This design comes from an exercise in tuning for small area, a short achievable clock period and few clock cycles on the open sky130 flow, not from production work. In this exercise RTL edits were held to simulation tests only and were not proved equivalent to the original.

## flow/design.v (module list and top-level ports; edited modules follow where they fit)
// module cosinos_datapath: 1596 lines
// module cosinos_log2: 17 lines
// module cosinos_fa: 10 lines
// module cosinos_ha: 9 lines
// module cosinos_core: 60 lines
module cosinos_core (
  input  logic            clk,
  input  logic            rst,
  input  logic            start,
  input  logic [cosinos_pkg::X_W-1:0]  x,
  input  logic [cosinos_pkg::Y_W-1:0]  y,
  output logic [1:0]      intpart,
  output logic [7:0]      fracpart,
  output logic            done
);
  // ...
==> flow/run.sh <==
#!/bin/bash
# synth_recipe.tcl (not shown) runs the flow's synth.tcl, then flattens the netlist and writes it again
# the make line also repeats each setting of config.mk as NAME=value (left out here)
make -C /OpenROAD-flow-scripts/flow DESIGN_CONFIG=/design/flow/config.mk WORK_HOME=/design/flow/orfs CLKGATE_MAP_FILE= SYNTH_SCRIPT=/design/flow/synth_recipe.tcl finish
==> flow/config.mk <==
export PLATFORM = sky130hd
export DESIGN_NAME = cosinos_core
export DESIGN_NICKNAME = cosinos_core
export VERILOG_FILES = /design/flow/design.v
export SDC_FILE = /design/flow/constraint.sdc
export NUM_CORES = 4
export LEC_CHECK = 0
export CAP_MARGIN = 20
export CORE_MARGIN = 2
export CORE_UTILIZATION = 40
export SETUP_SLACK_MARGIN = 5
export SLEW_MARGIN = 20
export SYNTH_HIERARCHICAL = 1
==> flow/constraint.sdc <==
create_clock -name core_clock -period 11.0 [get_ports {clk}]
set_input_delay 2.2000 -clock core_clock [delete_from_list [all_inputs] [get_ports {clk}]]
set_output_delay 2.2000 -clock core_clock [all_outputs]
set_load 0.01 [all_outputs]
==> load_flow_metrics.sql, run 1 <==
INSERT INTO impl_metrics (metric_group, metric, value, unit) VALUES
('hold_path', 'min_from', 'have', ''),
('synthesis', 'yosys_most_used_dff', 'dfxtp_1', ''),
('finish', 'final.fill_count', '5171', ''),
('route', 'wire_per_inst', '21.8', 'um'),
('die', 'core-area', '53700', 'um^2'),
('finish', 'post_route_cells_drive_above_1_share', '0.0929', ''),
('finish', 'reg.largest.list', 'u_dp.m x24, u_dp.x2_r x19, u_dp.sum x18', ''),
('global_route', 'wire_length_of_the_first_global_routing_pass', '106000', 'um'),
('placement', 'place.port_buffers', '31', ''),
('finish', 'final-nonclk-buf-share', '0.0453', ''),
('hold_path', 'timing.hold.worst_path_depth', '1', ''),
('global_route', 'grt_util_met1', '0.326', ''),
('synthesis', 'post-synth-top-count-cell', 'xnor2_1', ''),
('synthesis', 'synth_edf_count', '41', ''),
('synthesis', 'average_instance_area_after_synthesis', '8.98', 'um^2'),
('finish', 'top_area_cell_class', 'multi-input gates', ''),
('timing', 'finalCritPeriodShare', '0.536', ''),
('finish', 'layout.cells.most_common', 'xnor2_1', ''),
('die', 'core.rowCount', '85', ''),
('finish', 'largest-register', 'u_dp.m', ''),
('critical_path', 'rr_worst_depth', '18', ''),
('synthesis', 'post_synth_mux_area_share', '0.0241', ''),
('run', 'cap_violations', '0', ''),
('finish', 'sh_seq_area', '0.120', ''),
('route', 'routed-via-count', '18600', ''),
('global_route', 'grt_max_usage_layer', 'met2', ''),
('timing', 'report.final.slew_viol_count', '0', ''),
('critical_path', 'setup.worst_path.end', 'u_dp.ylog_r[9]', ''),
('finish', 'clk_share', '0.0244', ''),
('finish', 'final_design_area_no_fill', '23700', 'um^2'),
('status', 'outcome', 'complete, no violations', ''),
('route', 'drtIter0Drc', '1619', '');
Testbench counts, summed over its fixed seeds: cycles 14,628.
==> run 2, diff against run 1 <==
--- a/flow/design.v
+++ b/flow/design.v
@@ -29,17 +29,17 @@
   logic signed [11:0] ylog_r;
   logic               pst_r;
   logic [19:0]        x2_in, sq_s, sq_c;
   logic [10:0]        xi_one, xi_two, xi_neg;    
   logic [10:0]        xr_one, xr_two, xr_neg;    
   logic [22:0]        bi, br;
   logic signed [11:0] thr;
   logic [10:0]        r_one, r_two, r_neg;
-  logic [39:0]        a_s, a_c, a_sum;
+  logic [23:0]        mq;
   logic [8:0]         mlog, xlog, ylog;
   logic [23:0]        mabs, magm;
   logic [7:0]         ym1, pmax;
   logic signed [11:0] kb;
   logic               pst_in, pst0;
   always_comb begin
     case (n)
       3'd1: begin r_one = 11'b00001111111; r_two = 11'b00000000000; r_neg = 11'b00000000000; end
@@ -74,16 +74,298 @@
       sel_two <= r_two;
       sel_neg <= r_neg;
     end else begin
       sel_one <= xr_one;
       sel_two <= xr_two;
       sel_neg <= xr_neg;
     end
   end
+  cosinos_mul u_mul (.m(m), .sel_one(sel_one), .sel_two(sel_two), .sel_neg(sel_neg), .q(mq));
+  logic w755;
+  logic w756;
+  logic w757;
+  logic w758;
+  logic w759;
+  logic w760;
+  logic w761;
+  logic w762;
+  logic w763;
+  logic w764;
+  logic w765;
+  logic w766;
+  logic w767;
+  logic w768;
+  logic w769;
+  logic w770;
+  logic w771;
+  logic w772;
+  logic w773;
+  logic w774;
+  logic w775;
+  logic w776;
+  logic w777;
+  logic w778;
+  logic w779;
+  logic w780;
+  logic w781;
+  logic w782;
+  logic w783;
+  logic w784;
+  logic w785;
+  logic w786;
+  logic w787;
+  logic w788;
+  logic w789;
+  logic w790;
+  logic w791;
+  logic w792;
+  logic w793;
+  logic w794;
+  logic w795;
+  logic w796;
+  logic w797;
+  logic w798;
+  logic w799;
+  logic w800;
+  logic w801;
+  logic w802;
+  logic w803;
+  logic w804;
+  logic w805;
+  logic w806;
+  logic w807;
+  logic w808;
+  logic w809;
+  logic w810;
+  logic w811;
+  logic w812;
+  logic w813;
+  logic w814;
+  logic w815;
+  logic w816;
+  logic w817;
+  logic w818;
+  logic w819;
+  logic w820;
+  logic w821;
+  logic w822;
+  logic w823;
+  logic w824;
+  logic w825;
+  logic w826;
+  logic w827;
+  logic w828;
+  logic w829;
+  logic w830;
+  logic w831;
+  logic w832;
+  logic w833;
+  logic w834;
+  logic w835;
+  logic w836;
+  logic w837;
+  logic w838;
+  logic w839;
+  logic w840;
+  logic w841;
+  logic w842;
+  logic w843;
+  logic w844;
+  logic w845;
+  logic w846;
+  logic w847;
+  logic w848;
+  logic w849;
+  logic w850;
+  logic w851;
+  logic w852;
+  logic w853;
+  logic w854;
+  logic w855;
+  assign w755 = x[0] & x[1];
+  assign w756 = x[0] & x[2];
+  assign w757 = x[0] & x[3];
+  assign w758 = x[0] & x[4];
+  assign w759 = x[0] & x[5];
+  assign w760 = x[0] & x[6];
+  assign w761 = x[0] & x[7];
+  assign w762 = x[0] & x[8];
+  assign w763 = x[0] & x[9];
+  assign w764 = x[1] & x[2];
+  assign w765 = x[1] & x[3];
+  assign w766 = x[1] & x[4];
+  assign w767 = x[1] & x[5];
+  assign w768 = x[1] & x[6];
+  assign w769 = x[1] & x[7];
+  assign w770 = x[1] & x[8];
+  assign w771 = x[1] & x[9];
+  assign w772 = x[2] & x[3];
+  assign w773 = x[2] & x[4];
+  assign w774 = x[2] & x[5];
+  assign w775 = x[2] & x[6];
+  assign w776 = x[2] & x[7];
+  assign w777 = x[2] & x[8];
+  assign w778 = x[2] & x[9];
+  assign w779 = x[3] & x[4];
+  assign w780 = x[3] & x[5];
+  assign w781 = x[3] & x[6];
+  assign w782 = x[3] & x[7];
+  assign w783 = x[3] & x[8];
+  assign w784 = x[3] & x[9];
+  assign w785 = x[4] & x[5];
+  assign w786 = x[4] & x[6];
+  assign w787 = x[4] & x[7];
+  assign w788 = x[4] & x[8];
+  assign w789 = x[4] & x[9];
+  assign w790 = x[5] & x[6];
+  assign w791 = x[5] & x[7];
+  assign w792 = x[5] & x[8];
+  assign w793 = x[5] & x[9];
+  assign w794 = x[6] & x[7];
+  assign w795 = x[6] & x[8];
+  assign w796 = x[6] & x[9];
+  assign w797 = x[7] & x[8];
+  assign w798 = x[7] & x[9];
+  assign w799 = x[8] & x[9];
+  cosinos_ha u_w800 (.a(w761), .b(w768), .s(w800), .co(w801));
+  cosinos_ha u_w802 (.a(w762), .b(w769), .s(w802), .co(w803));
+  cosinos_fa u_w804 (.a(w763), .b(w770), .c(w776), .s(w804), .co(w805));
+  cosinos_ha u_w806 (.a(w781), .b(w785), .s(w806), .co(w807));
+  cosinos_fa u_w808 (.a(w771), .b(w777), .c(w782), .s(w808), .co(w809));
+  cosinos_fa u_w810 (.a(w778), .b(w783), .c(w787), .s(w810), .co(w811));
+  cosinos_ha u_w812 (.a(w759), .b(w766), .s(w812), .co(w813));
+  cosinos_ha u_w814 (.a(w760), .b(w767), .s(w814), .co(w815));
+  cosinos_fa u_w816 (.a(w774), .b(w779), .c(x[4]), .s(w816), .co(w817));
+  cosinos_fa u_w818 (.a(w775), .b(w780), .c(w801), .s(w818), .co(w819));
+  cosinos_fa u_w820 (.a(x[5]), .b(w803), .c(w806), .s(w820), .co(w821));
+  cosinos_fa u_w822 (.a(w786), .b(w807), .c(w805), .s(w822), .co(w823));
+  cosinos_fa u_w824 (.a(w790), .b(x[6]), .c(w809), .s(w824), .co(w825));
+  cosinos_fa u_w826 (.a(w784), .b(w788), .c(w791), .s(w826), .co(w827));
+  cosinos_fa u_w828 (.a(w789), .b(w792), .c(w794), .s(w828), .co(w829));
+  cosinos_ha u_w830 (.a(w757), .b(w764), .s(w830), .co(w831));
+  cosinos_ha u_w832 (.a(w758), .b(w765), .s(w832), .co(w833));
+  cosinos_fa u_w834 (.a(w772), .b(x[3]), .c(w812), .s(w834), .co(w835));
+  cosinos_fa u_w836 (.a(w773), .b(w813), .c(w814), .s(w836), .co(w837));
+  cosinos_fa u_w838 (.a(w815), .b(w800), .c(w816), .s(w838), .co(w839));
+  cosinos_fa u_w840 (.a(w802), .b(w817), .c(w818), .s(w840), .co(w841));
+  cosinos_fa u_w842 (.a(w804), .b(w819), .c(w820), .s(w842), .co(w843));
+  cosinos_fa u_w844 (.a(w808), .b(w821), .c(w822), .s(w844), .co(w845));
+  cosinos_fa u_w846 (.a(w810), .b(w823), .c(w824), .s(w846), .co(w847));
+  cosinos_fa u_w848 (.a(w811), .b(w826), .c(w825), .s(w848), .co(w849));
+  cosinos_fa u_w850 (.a(x[7]), .b(w827), .c(w828), .s(w850), .co(w851));
+  cosinos_fa u_w852 (.a(w793), .b(w795), .c(w829), .s(w852), .co(w853));
+  cosinos_fa u_w854 (.a(w796), .b(w797), .c(x[8]), .s(w854), .co(w855));
+  assign sq_s = {1'b0, w799, w798, w854, w852, w850, w848, w846, w844, w842, w840, w838, w836, w834, w832, w830, w756, w755, 1'b0, x[0]};
+  assign sq_c = {1'b0, x[9], w855, w853, w851, w849, w847, w845, w843, w841, w839, w837, w835, w833, w831, x[2], 1'b0, x[1], 1'b0, 1'b0};
+  assign x2_in = sq_s + sq_c;
+  assign magm   = m ^ {24{m[23]}};
+  assign ym1    = y_r - 8'd1;
+  assign stop_m = ((magm[23:16] == 8'd0) & (magm[15:8] < y_r)
+                   & ~(m[23] & (magm[15:8] == ym1) & (&magm[7:0])))
+                | (m == 24'sd0);
+  always_comb begin
+    case (n)
+      3'd1: pmax = 8'd12;
+      3'd2: pmax = 8'd29;
+      3'd3: pmax = 8'd56;
+      3'd4: pmax = 8'd90;
+      3'd5: pmax = 8'd132;
+      3'd6: pmax = 8'd182;
+      3'd7: pmax = 8'd240;
+      default: pmax = 8'd0;
+    endcase
+  end
+  assign pzero = (m[23:8] == 16'd0) & (m[7:0] <= pmax);
+  assign mabs = m ^ {24{m[23]}};
+  cosinos_log2 #(.W(24)) u_lm (.v(mabs), .l(mlog));
+  cosinos_log2 #(.W(10)) u_lx (.v(x),    .l(xlog));
+  cosinos_log2 #(.W(8))  u_ly (.v(y),    .l(ylog));
+  always_comb begin
+    case (n)
+      3'd1: kb = -12'sd513;
+      3'd2: kb = -12'sd549;
+      3'd3: kb = -12'sd574;
+      3'd4: kb = -12'sd594;
+      3'd5: kb = -12'sd610;
+      3'd6: kb = -12'sd624;
+      default: kb = 12'sd0;
+    endcase
+  end
+  assign thr    = ylog_r - kb;
+  assign pst_in = en_r & (n != 3'd7) & (n != 3'd0) & ($signed({3'd0, mlog}) < thr);
+  assign pst0   = ($signed({1'b0, xlog, 2'b0}) + 12'sd4 - 12'sd451 < $signed({3'd0, ylog}));
+  assign pstop  = pst_r;
+  assign diff = sum - m[17:0];
+  assign res  = add ? diff[17:8] : sum[17:8];
+  always_ff @(posedge clk) begin
+    if (start) begin
+      en_r   <= (y != 8'd0) & (x != 10'd0) & (x < 10'd977);
+      ylog_r <= $signed({3'd0, ylog}) - $signed({2'd0, xlog, 1'b0}) - 12'sd2;
+      y_r    <= y;
+      x2_r   <= x2_in;
+    end
+  end
+  always_ff @(posedge clk) begin
+    if (start)    pst_r <= pst0 & (y != 8'd0) & (x != 10'd0) & (x < 10'd977);
+    else if (!pha) pst_r <= pst_in;
+  end
+  always_ff @(posedge clk) begin
+    if (start) m <= {5'd0, x2_in[19:1]};
+    else       m <= mq;
+  end
+  always_ff @(posedge clk) begin
+    if (start)    sum <= 18'h10000;
+    else if (add) sum <= diff;
+  end
+endmodule
+module cosinos_log2 #(
+  parameter int W = 21
+) (
+  input  logic [W-1:0] v,
+  output logic [8:0]   l
+);
+  logic [4:0]   e;
+  logic [W+3:0] vx;
+  always_comb begin
+    e = 5'd0;
+    for (int i = 1; i < W; i++) begin
+      if (v[i]) e = 5'(i);
+    end
+  end
+  assign vx = {v, 4'd0};
+  assign l  = {e, vx[e +: 4]};
+endmodule
+module cosinos_fa (
+  input  logic a,
+  input  logic b,
+  input  logic c,
+  output logic s,
+  output logic co
+);
+  assign s  = a ^ b ^ c;
+  assign co = (a & b) | (a & c) | (b & c);
+endmodule
+module cosinos_ha (
+  input  logic a,
+  input  logic b,
+  output logic s,
+  output logic co
+);
+  assign s  = a ^ b;
+  assign co = a & b;
+endmodule
+module cosinos_mul (
+  input  logic [23:0] m,
+  input  logic [10:0] sel_one,
+  input  logic [10:0] sel_two,
+  input  logic [10:0] sel_neg,
+  output logic [23:0] q
+);
+  logic [39:0] a_s, a_c, a_sum;
   logic w1;
   logic w2;
   logic w3;
   logic w4;
   logic w5;
   logic w6;
   logic w7;
   logic w8;
@@ -828,117 +1110,16 @@
   logic w747;
   logic w748;
   logic w749;
   logic w750;
   logic w751;
   logic w752;
   logic w753;
   logic w754;
-  logic w755;
-  logic w756;
-  logic w757;
-  logic w758;
-  logic w759;
-  logic w760;
-  logic w761;
-  logic w762;
-  logic w763;
-  logic w764;
-  logic w765;
-  logic w766;
-  logic w767;
-  logic w768;
-  logic w769;
-  logic w770;
-  logic w771;
-  logic w772;
-  logic w773;
-  logic w774;
-  logic w775;
-  logic w776;
-  logic w777;
-  logic w778;
-  logic w779;
-  logic w780;
-  logic w781;
-  logic w782;
-  logic w783;
-  logic w784;
-  logic w785;
-  logic w786;
-  logic w787;
-  logic w788;
-  logic w789;
-  logic w790;
-  logic w791;
-  logic w792;
-  logic w793;
-  logic w794;
-  logic w795;
-  logic w796;
-  logic w797;
-  logic w798;
-  logic w799;
-  logic w800;
-  logic w801;
-  logic w802;
-  logic w803;
-  logic w804;
-  logic w805;
-  logic w806;
-  logic w807;
-  logic w808;
-  logic w809;
-  logic w810;
-  logic w811;
-  logic w812;
-  logic w813;
-  logic w814;
-  logic w815;
-  logic w816;
-  logic w817;
-  logic w818;
-  logic w819;
-  logic w820;
-  logic w821;
-  logic w822;
-  logic w823;
-  logic w824;
-  logic w825;
-  logic w826;
-  logic w827;
-  logic w828;
-  logic w829;
-  logic w830;
-  logic w831;
-  logic w832;
-  logic w833;
-  logic w834;
-  logic w835;
-  logic w836;
-  logic w837;
-  logic w838;
-  logic w839;
-  logic w840;
-  logic w841;
-  logic w842;
-  logic w843;
-  logic w844;
-  logic w845;
-  logic w846;
-  logic w847;
-  logic w848;
-  logic w849;
-  logic w850;
-  logic w851;
-  logic w852;
-  logic w853;
-  logic w854;
-  logic w855;
   assign w1 = (sel_one[0] & m[0]) ^ sel_neg[0];
   assign w2 = ((sel_one[0] & m[1]) | (sel_two[0] & m[0])) ^ sel_neg[0];
   assign w3 = ((sel_one[0] & m[2]) | (sel_two[0] & m[1])) ^ sel_neg[0];
   assign w4 = ((sel_one[0] & m[3]) | (sel_two[0] & m[2])) ^ sel_neg[0];
   assign w5 = ((sel_one[0] & m[4]) | (sel_two[0] & m[3])) ^ sel_neg[0];
   assign w6 = ((sel_one[0] & m[5]) | (sel_two[0] & m[4])) ^ sel_neg[0];
   assign w7 = ((sel_one[0] & m[6]) | (sel_two[0] & m[5])) ^ sel_neg[0];
   assign w8 = ((sel_one[0] & m[7]) | (sel_two[0] & m[6])) ^ sel_neg[0];
@@ -1461,187 +1642,17 @@
   cosinos_fa u_w745 (.a(w590), .b(w668), .c(w669), .s(w745), .co(w746));
   cosinos_fa u_w747 (.a(w594), .b(w671), .c(w670), .s(w747), .co(w748));
   cosinos_fa u_w749 (.a(w598), .b(w673), .c(w672), .s(w749), .co(w750));
   cosinos_fa u_w751 (.a(w603), .b(w675), .c(w674), .s(w751), .co(w752));
   cosinos_fa u_w753 (.a(w604), .b(w677), .c(w676), .s(w753), .co(w754));
   assign a_s = {w753, w751, w749, w747, w745, w743, w741, w739, w737, w735, w733, w731, w729, w727, w725, w723, w721, w719, w717, w715, w713, w711, w709, w707, w705, w703, w701, w699, w697, w695, w693, w691, w689, w687, w685, w683, w681, w679, w2, w1};
   assign a_c = {w752, w750, w748, w746, w744, w742, w740, w738, w736, w734, w732, w730, w728, w726, w724, w722, w720, w718, w716, w714, w712, w710, w708, w706, w704, w702, w700, w698, w696, w694, w692, w690, w688, w686, w684, w682, w680, sel_neg[1], 1'b0, sel_neg[0]};
   assign a_sum = a_s + a_c;
-  assign w755 = x[0] & x[1];
-  assign w756 = x[0] & x[2];
-  assign w757 = x[0] & x[3];
-  assign w758 = x[0] & x[4];
-  assign w759 = x[0] & x[5];
-  assign w760 = x[0] & x[6];
-  assign w761 = x[0] & x[7];
-  assign w762 = x[0] & x[8];
-  assign w763 = x[0] & x[9];
-  assign w764 = x[1] & x[2];
-  assign w765 = x[1] & x[3];
-  assign w766 = x[1] & x[4];
-  assign w767 = x[1] & x[5];
-  assign w768 = x[1] & x[6];
-  assign w769 = x[1] & x[7];
-  assign w770 = x[1] & x[8];
-  assign w771 = x[1] & x[9];
-  assign w772 = x[2] & x[3];
-  assign w773 = x[2] & x[4];
-  assign w774 = x[2] & x[5];
-  assign w775 = x[2] & x[6];
-  assign w776 = x[2] & x[7];
-  assign w777 = x[2] & x[8];
-  assign w778 = x[2] & x[9];
-  assign w779 = x[3] & x[4];
-  assign w780 = x[3] & x[5];
-  assign w781 = x[3] & x[6];
-  assign w782 = x[3] & x[7];
-  assign w783 = x[3] & x[8];
-  assign w784 = x[3] & x[9];
-  assign w785 = x[4] & x[5];
-  assign w786 = x[4] & x[6];
-  assign w787 = x[4] & x[7];
-  assign w788 = x[4] & x[8];
-  assign w789 = x[4] & x[9];
-  assign w790 = x[5] & x[6];
-  assign w791 = x[5] & x[7];
-  assign w792 = x[5] & x[8];
-  assign w793 = x[5] & x[9];
-  assign w794 = x[6] & x[7];
-  assign w795 = x[6] & x[8];
-  assign w796 = x[6] & x[9];
-  assign w797 = x[7] & x[8];
-  assign w798 = x[7] & x[9];
-  assign w799 = x[8] & x[9];
-  cosinos_ha u_w800 (.a(w761), .b(w768), .s(w800), .co(w801));
-  cosinos_ha u_w802 (.a(w762), .b(w769), .s(w802), .co(w803));
-  cosinos_fa u_w804 (.a(w763), .b(w770), .c(w776), .s(w804), .co(w805));
-  cosinos_ha u_w806 (.a(w781), .b(w785), .s(w806), .co(w807));
-  cosinos_fa u_w808 (.a(w771), .b(w777), .c(w782), .s(w808), .co(w809));
-  cosinos_fa u_w810 (.a(w778), .b(w783), .c(w787), .s(w810), .co(w811));
-  cosinos_ha u_w812 (.a(w759), .b(w766), .s(w812), .co(w813));
-  cosinos_ha u_w814 (.a(w760), .b(w767), .s(w814), .co(w815));
-  cosinos_fa u_w816 (.a(w774), .b(w779), .c(x[4]), .s(w816), .co(w817));
-  cosinos_fa u_w818 (.a(w775), .b(w780), .c(w801), .s(w818), .co(w819));
-  cosinos_fa u_w820 (.a(x[5]), .b(w803), .c(w806), .s(w820), .co(w821));
-  cosinos_fa u_w822 (.a(w786), .b(w807), .c(w805), .s(w822), .co(w823));
-  cosinos_fa u_w824 (.a(w790), .b(x[6]), .c(w809), .s(w824), .co(w825));
-  cosinos_fa u_w826 (.a(w784), .b(w788), .c(w791), .s(w826), .co(w827));
-  cosinos_fa u_w828 (.a(w789), .b(w792), .c(w794), .s(w828), .co(w829));
-  cosinos_ha u_w830 (.a(w757), .b(w764), .s(w830), .co(w831));
-  cosinos_ha u_w832 (.a(w758), .b(w765), .s(w832), .co(w833));
-  cosinos_fa u_w834 (.a(w772), .b(x[3]), .c(w812), .s(w834), .co(w835));
-  cosinos_fa u_w836 (.a(w773), .b(w813), .c(w814), .s(w836), .co(w837));
-  cosinos_fa u_w838 (.a(w815), .b(w800), .c(w816), .s(w838), .co(w839));
-  cosinos_fa u_w840 (.a(w802), .b(w817), .c(w818), .s(w840), .co(w841));
-  cosinos_fa u_w842 (.a(w804), .b(w819), .c(w820), .s(w842), .co(w843));
-  cosinos_fa u_w844 (.a(w808), .b(w821), .c(w822), .s(w844), .co(w845));
-  cosinos_fa u_w846 (.a(w810), .b(w823), .c(w824), .s(w846), .co(w847));
-  cosinos_fa u_w848 (.a(w811), .b(w826), .c(w825), .s(w848), .co(w849));
-  cosinos_fa u_w850 (.a(x[7]), .b(w827), .c(w828), .s(w850), .co(w851));
-  cosinos_fa u_w852 (.a(w793), .b(w795), .c(w829), .s(w852), .co(w853));
-  cosinos_fa u_w854 (.a(w796), .b(w797), .c(x[8]), .s(w854), .co(w855));
-  assign sq_s = {1'b0, w799, w798, w854, w852, w850, w848, w846, w844, w842, w840, w838, w836, w834, w832, w830, w756, w755, 1'b0, x[0]};
-  assign sq_c = {1'b0, x[9], w855, w853, w851, w849, w847, w845, w843, w841, w839, w837, w835, w833, w831, x[2], 1'b0, x[1], 1'b0, 1'b0};
-  assign x2_in = sq_s + sq_c;
-  assign magm   = m ^ {24{m[23]}};
-  assign ym1    = y_r - 8'd1;
-  assign stop_m = ((magm[23:16] == 8'd0) & (magm[15:8] < y_r)
-                   & ~(m[23] & (magm[15:8] == ym1) & (&magm[7:0])))
-                | (m == 24'sd0);
-  always_comb begin
-    case (n)
-      3'd1: pmax = 8'd12;
-      3'd2: pmax = 8'd29;
-      3'd3: pmax = 8'd56;
-      3'd4: pmax = 8'd90;
-      3'd5: pmax = 8'd132;
-      3'd6: pmax = 8'd182;
-      3'd7: pmax = 8'd240;
-      default: pmax = 8'd0;
-    endcase
-  end
-  assign pzero = (m[23:8] == 16'd0) & (m[7:0] <= pmax);
-  assign mabs = m ^ {24{m[23]}};
-  cosinos_log2 #(.W(24)) u_lm (.v(mabs), .l(mlog));
-  cosinos_log2 #(.W(10)) u_lx (.v(x),    .l(xlog));
-  cosinos_log2 #(.W(8))  u_ly (.v(y),    .l(ylog));
-  always_comb begin
-    case (n)
-      3'd1: kb = -12'sd513;
-      3'd2: kb = -12'sd549;
-      3'd3: kb = -12'sd574;
-      3'd4: kb = -12'sd594;
-      3'd5: kb = -12'sd610;
-      3'd6: kb = -12'sd624;
-      default: kb = 12'sd0;
-    endcase
-  end
-  assign thr    = ylog_r - kb;
-  assign pst_in = en_r & (n != 3'd7) & (n != 3'd0) & ($signed({3'd0, mlog}) < thr);
-  assign pst0   = ($signed({1'b0, xlog, 2'b0}) + 12'sd4 - 12'sd451 < $signed({3'd0, ylog}));
-  assign pstop  = pst_r;
-  assign diff = sum - m[17:0];
-  assign res  = add ? diff[17:8] : sum[17:8];
-  always_ff @(posedge clk) begin
-    if (start) begin
-      en_r   <= (y != 8'd0) & (x != 10'd0) & (x < 10'd977);
-      ylog_r <= $signed({3'd0, ylog}) - $signed({2'd0, xlog, 1'b0}) - 12'sd2;
-      y_r    <= y;
-      x2_r   <= x2_in;
-    end
-  end
-  always_ff @(posedge clk) begin
-    if (start)    pst_r <= pst0 & (y != 8'd0) & (x != 10'd0) & (x < 10'd977);
-    else if (!pha) pst_r <= pst_in;
-  end
-  always_ff @(posedge clk) begin
-    if (start) m <= {5'd0, x2_in[19:1]};
-    else       m <= a_sum[39:16];
-  end
-  always_ff @(posedge clk) begin
-    if (start)    sum <= 18'h10000;
-    else if (add) sum <= diff;
-  end
-endmodule
-module cosinos_log2 #(
-  parameter int W = 21
-) (
-  input  logic [W-1:0] v,
-  output logic [8:0]   l
-);
-  logic [4:0]   e;
-  logic [W+3:0] vx;
-  always_comb begin
-    e = 5'd0;
-    for (int i = 1; i < W; i++) begin
-      if (v[i]) e = 5'(i);
-    end
-  end
-  assign vx = {v, 4'd0};
-  assign l  = {e, vx[e +: 4]};
-endmodule
-module cosinos_fa (
-  input  logic a,
-  input  logic b,
-  input  logic c,
-  output logic s,
-  output logic co
-);
-  assign s  = a ^ b ^ c;
-  assign co = (a & b) | (a & c) | (b & c);
-endmodule
-module cosinos_ha (
-  input  logic a,
-  input  logic b,
-  output logic s,
-  output logic co
-);
-  assign s  = a ^ b;
-  assign co = a & b;
+  assign q = a_sum[39:16];
 endmodule
 module cosinos_core (
   input  logic            clk,
   input  logic            rst,
   input  logic            start,
   input  logic [cosinos_pkg::X_W-1:0]  x,
   input  logic [cosinos_pkg::Y_W-1:0]  y,
   output logic [1:0]      intpart,
==> run 2 against run 1 <==
Effect of this change: via count rose by 9.4%; count of clock-buffer cells in the layout rose by 3; still clean on timing, DRC and antenna; final cell count up 7.3%.
==> load_flow_metrics.sql, run 2 <==
INSERT INTO impl_metrics (metric_group, metric, value, unit) VALUES
('global_route', 'largest_net_degree_at_the_start_of_global_routing', '94', ''),
('synthesis', 'synthDistinctLibCells', '114', ''),
('critical_path', 'worst_r2r_startpoint', 'u_dp.m[16]', ''),
('finish', 'number_of_flip_flops_under_the_largest_register_name', '24', ''),
('placement', 'globalplace.congestion', '0.910', ''),
('synthesis', 'netlist_area', '22800', 'um^2'),
('route', 'antenna_violating_nets_post_route', '0', ''),
('critical_path', 'cp_slowest_stage_delay', '0.60', 'ns'),
('die', 'floorplan.initialDensity', '0.404', ''),
('critical_path', 'startpoint_type', 'flip-flop', ''),
('critical_path', 'cp.buffers_inverters', '2', ''),
('route', 'wire_per_inst', '21.9', 'um'),
('timing', 'transition_time_at_the_pin_with_the_least_slew_margin', '1.02', 'ns'),
('synthesis', 'average_instance_area_after_synthesis', '8.83', 'um^2'),
('die', 'num_io_pins', '32', ''),
('synthesis', 'synth_adder_area_share', '0.296', ''),
('route', 'drt-pass1-iter-count', '5', ''),
('placement', 'place.port_buffers', '31', ''),
('die', 'core-area', '56400', 'um^2'),
('finish', 'largest-register', 'u_dp.m', ''),
('cts', 'htree_levels', '4', ''),
('die', 'chipWidth', '243', 'um'),
('route', 'postRouteWirelength', '72300', 'um'),
('synthesis', 'synth_largest_type_area_fraction', '0.195', ''),
('synthesis', 'synth-compound-area-share', '0.233', ''),
('run', 'cap_violations', '0', ''),
('timing', 'final-setup-viol-count', '0', ''),
('synthesis', 'post_synth_xor_area_fraction', '0.136', ''),
('timing', 'rsz0062_at_grt', 'true', ''),
('critical_path', 'cp.arrival', '6.31', 'ns'),
('die', 'die_height', '243', 'um'),
('critical_path', 'required', '11.34', 'ns'),
('placement', 'dpl.hpwl', '49500', 'um'),
('hold_path', 'hp-class', 'reg -> reg', ''),
('synthesis', 'post_synth_mux_area_share', '0.0252', ''),
('synthesis', 'syn-instance-count', '2580', ''),
('finish', 'nets', '2960', ''),
('synthesis', 'synth.cells.most_frequent', '287 x xnor2_1, 247 x a22oi_1, 222 x fa_1, 184 x ha_1, 144 x inv_1', ''),
('critical_path', 'crit_path_end_kind', 'flip-flop', ''),
('synthesis', 'synthesis.yosys.warnings', '11', ''),
('finish', 'antennaDiodeCount', '0', ''),
('status', 'outcome', 'complete, no violations', ''),
('cts', 'clock_tree_from_tritoncts', 'yes', ''),
('synthesis', 'synth.top_cells.by_area', 'fa_1 20%, xnor2_1 11%, ha_1 10%', ''),
('synthesis', 'synth_edf_count', '41', ''),
('finish', 'reg.largest.list', 'u_dp.m x24, u_dp.x2_r x19, u_dp.sum x18', ''),
('global_route', 'grt_use_total', '0.242', ''),
('cts', 'tritoncts_num_sinks', '120', ''),
('global_route', 'number_of_global_route_vias_before_repair', '20300', ''),
('critical_path', 'path_common_cell', 'fa_1', ''),
('synthesis', 'seq_area_frac_synth', '0.123', ''),
('timing', 'post-route-min-period', '5.97', 'ns'),
('critical_path', 'cp_top_family', 'adder cells', ''),
('synthesis', 'synth_top_family_by_area', 'adder cells', ''),
('timing', 'maxClockFrequency', '168', 'MHz'),
('route', 'post-route-drc-count', '0', ''),
('critical_path', 'crit_chain', 'clkbuf_8, a22oi_1, xnor2_1, fa_1, fa_1, fa_1, fa_1, fa_1, ha_2, nand4_1, nor4_4, nand3_1, a311oi_4, a311oi_2, o31ai_1, xor2_1, inv_1, o21ai_0', ''),
('route', 'routed-via-count', '20300', ''),
('timing', 'final_hold_viol_count', '0', ''),
('cts', 'path_clk_slew', '0.06', 'ns'),
('route', 'via_per_instance_ratio', '6.16', ''),
('route', 'drtIter0Drc', '1879', ''),
('synthesis', 'synthSimpleGateAreaFrac', '0.124', ''),
('critical_path', 'crit_slowest_cell', 'fa_1', ''),
('synthesis', 'synth_async_sr_flop_share', '0', ''),
('global_route', 'antenna_violations_before_repair', '0', ''),
('critical_path', 'worst-setup-path-type', 'reg -> reg', ''),
('timing', 'setup_ws', '5.03', 'ns'),
('hold_path', 'min_from', 'have', ''),
('timing', 'report.final.slew_viol_count', '0', ''),
('finish', 'area_growth_syn_to_layout', '10.9', '%'),
('timing', 'tns', '0', 'ns'),
('timing', 'skew', '0.0115', 'ns'),
('placement', 'dp_slack', '3.71', 'ns'),
('finish', 'finish.utilization', '0.448', ''),
('finish', 'post_route_cells_drive_above_1_share', '0.102', ''),
('die', 'core.rowCount', '87', ''),
('finish', 'layout.cells.most_common', 'xnor2_1', ''),
('critical_path', 'critPathLaunch', 'u_dp.m[16]', ''),
('cts', 'hold_buffers', '0', ''),
('cts', 'tritoncts.num_buffers', '17', ''),
('finish', 'commonest_cells_after_routing_fill_and_taps_aside', '286 x xnor2_1, 246 x a22oi_1, 222 x fa_1', ''),
('critical_path', 'path_max_fanout', '25', ''),
('global_route', 'grt_remaining_overflow', '0', ''),
('synthesis', 'post-synth-top-count-cell', 'xnor2_1', ''),
('die', 'die_area', '58900', 'um^2'),
('synthesis', 'synth.largest_area_cell', 'fa_1', ''),
('synthesis', 'synth-seq-cells', '120', ''),
('timing', 'finalCritPeriodShare', '0.542', ''),
('cts', 'cts_root_buffer', 'clkbuf_16', ''),
('cts', 'clk-insertion-delay-late', '0.43', 'ns'),
('synthesis', 'yosys_most_used_dff', 'dfxtp_1', ''),
('cts', 'clock_path_buffers', '2', ''),
('timing', 'slew_headroom', '0.321', ''),
('global_route', 'wire_length_of_the_first_global_routing_pass', '114000', 'um');
[run 2: cell type report]
type	count	area, um^2
multi-input combinational	2123	18900
clock buffer	20	489
sequential	120	2850
fill	5508	31100
clock inverter	12	133
timing repair buffer	121	1340
inverter	150	567
tap	756	946
[run 2: timing repair]
action / in CTS / in global routing
gates cloned: 2 / 1
setup endpoints to repair: 41 / 32
pin swaps: 5 / 18
setup buffers: 16 / 13
gates resized for setup: 86 / 126
[run 2: cells by family (layout without fill, tap and decap cells)]
kind of cell | after synthesis | in the layout
AO/OA/AOI/OAI | 753 | 753
XOR/XNOR | 353 | 353
adder cells (fa/ha/maj) | 406 | 406
buffers and inverters | 345 | 303
flip-flops | 120 | 120
multiplexers | 50 | 50
other | 3 | 11
AND/OR/NAND/NOR | 550 | 550
[run 2: final timing paths]
| kind | endpoint | slack, ns | cells after the start |
|---|---|---|---|
| worst max register to register | u_dp.m[18] | 5.03 | 18 |
| worst max-delay path | u_dp.m[18] | 5.03 | 18 |
| worst min register to register | have | 0.46 | 1 |
| worst min-delay path | have | 0.46 | 1 |
[run 2: metal layers]
| metal | GRT usage | up-vias | share of wire |
|---|---|---|---|
| met1 | 0.322 | 10100 | 0.43 |
| met3 | 0.0312 | 159 | 0.078 |
| met5 | 0 | - | 0 |
| met2 | 0.396 | 974 | 0.46 |
| li1 | - | 9136 | - |
| met4 | 0.0987 | 0 | 0.032 |
[run 2: Yosys stat by module (local to each module, per instance), a selection]
module,flops+latches,cell area (um^2)
cosinos_core,6,305
cosinos_ha,0,12.5
cosinos_fa,0,20.0
cosinos_mul,0,6790
cosinos_datapath,114,9090
[run 2: metrics by stage]
step / hold WS, ns / instances / cell area (um^2)
after global placement: 0.439 / 3238 / 23700
after CTS: 0.465 / 3288 / 24800
after detailed placement: 0.453 / 3238 / 23700
final: 0.465 / 3302 / 25300
after global routing: 0.470 / 3302 / 25300
after floorplan: 0.433 / 2588 / 22800
Testbench counts of run 2, summed over its fixed seeds: cycles 14,628.

==> re-timing with driven ports <==
The results above use ideal ports. As a check the final layouts listed here were re-extracted and re-timed, cells and wires unchanged. Step 1, drivers: a clkbuf_16 drives clk and a buf_2 each remaining input, both assumed. Step 2 times the ports against the registers' clock, not the clock port: input delays grow and output delays shrink by t, the midpoint of the rising clock arrivals with the driver on. Three values: ideal ports, drivers, drivers and shift; two values: the first two.
run | t, ns | slack for setup (ns) | worst setup path at the end | slew at the worst register clock pin (ns) | cell pins on the clock port's net
run 1 | 0.478 | 5.107 / 5.080 / 4.650 | input to register | 0.06 / 0.06 | 1
run 2 | 0.474 | 5.034 / 5.034 / 4.667 | input to register | 0.06 / 0.06 | 1
After both steps setup and hold are still met in every run listed. The setup slack of run 1, which loses most, moves by -0.027 ns with the drivers and by -0.457 ns with both steps.
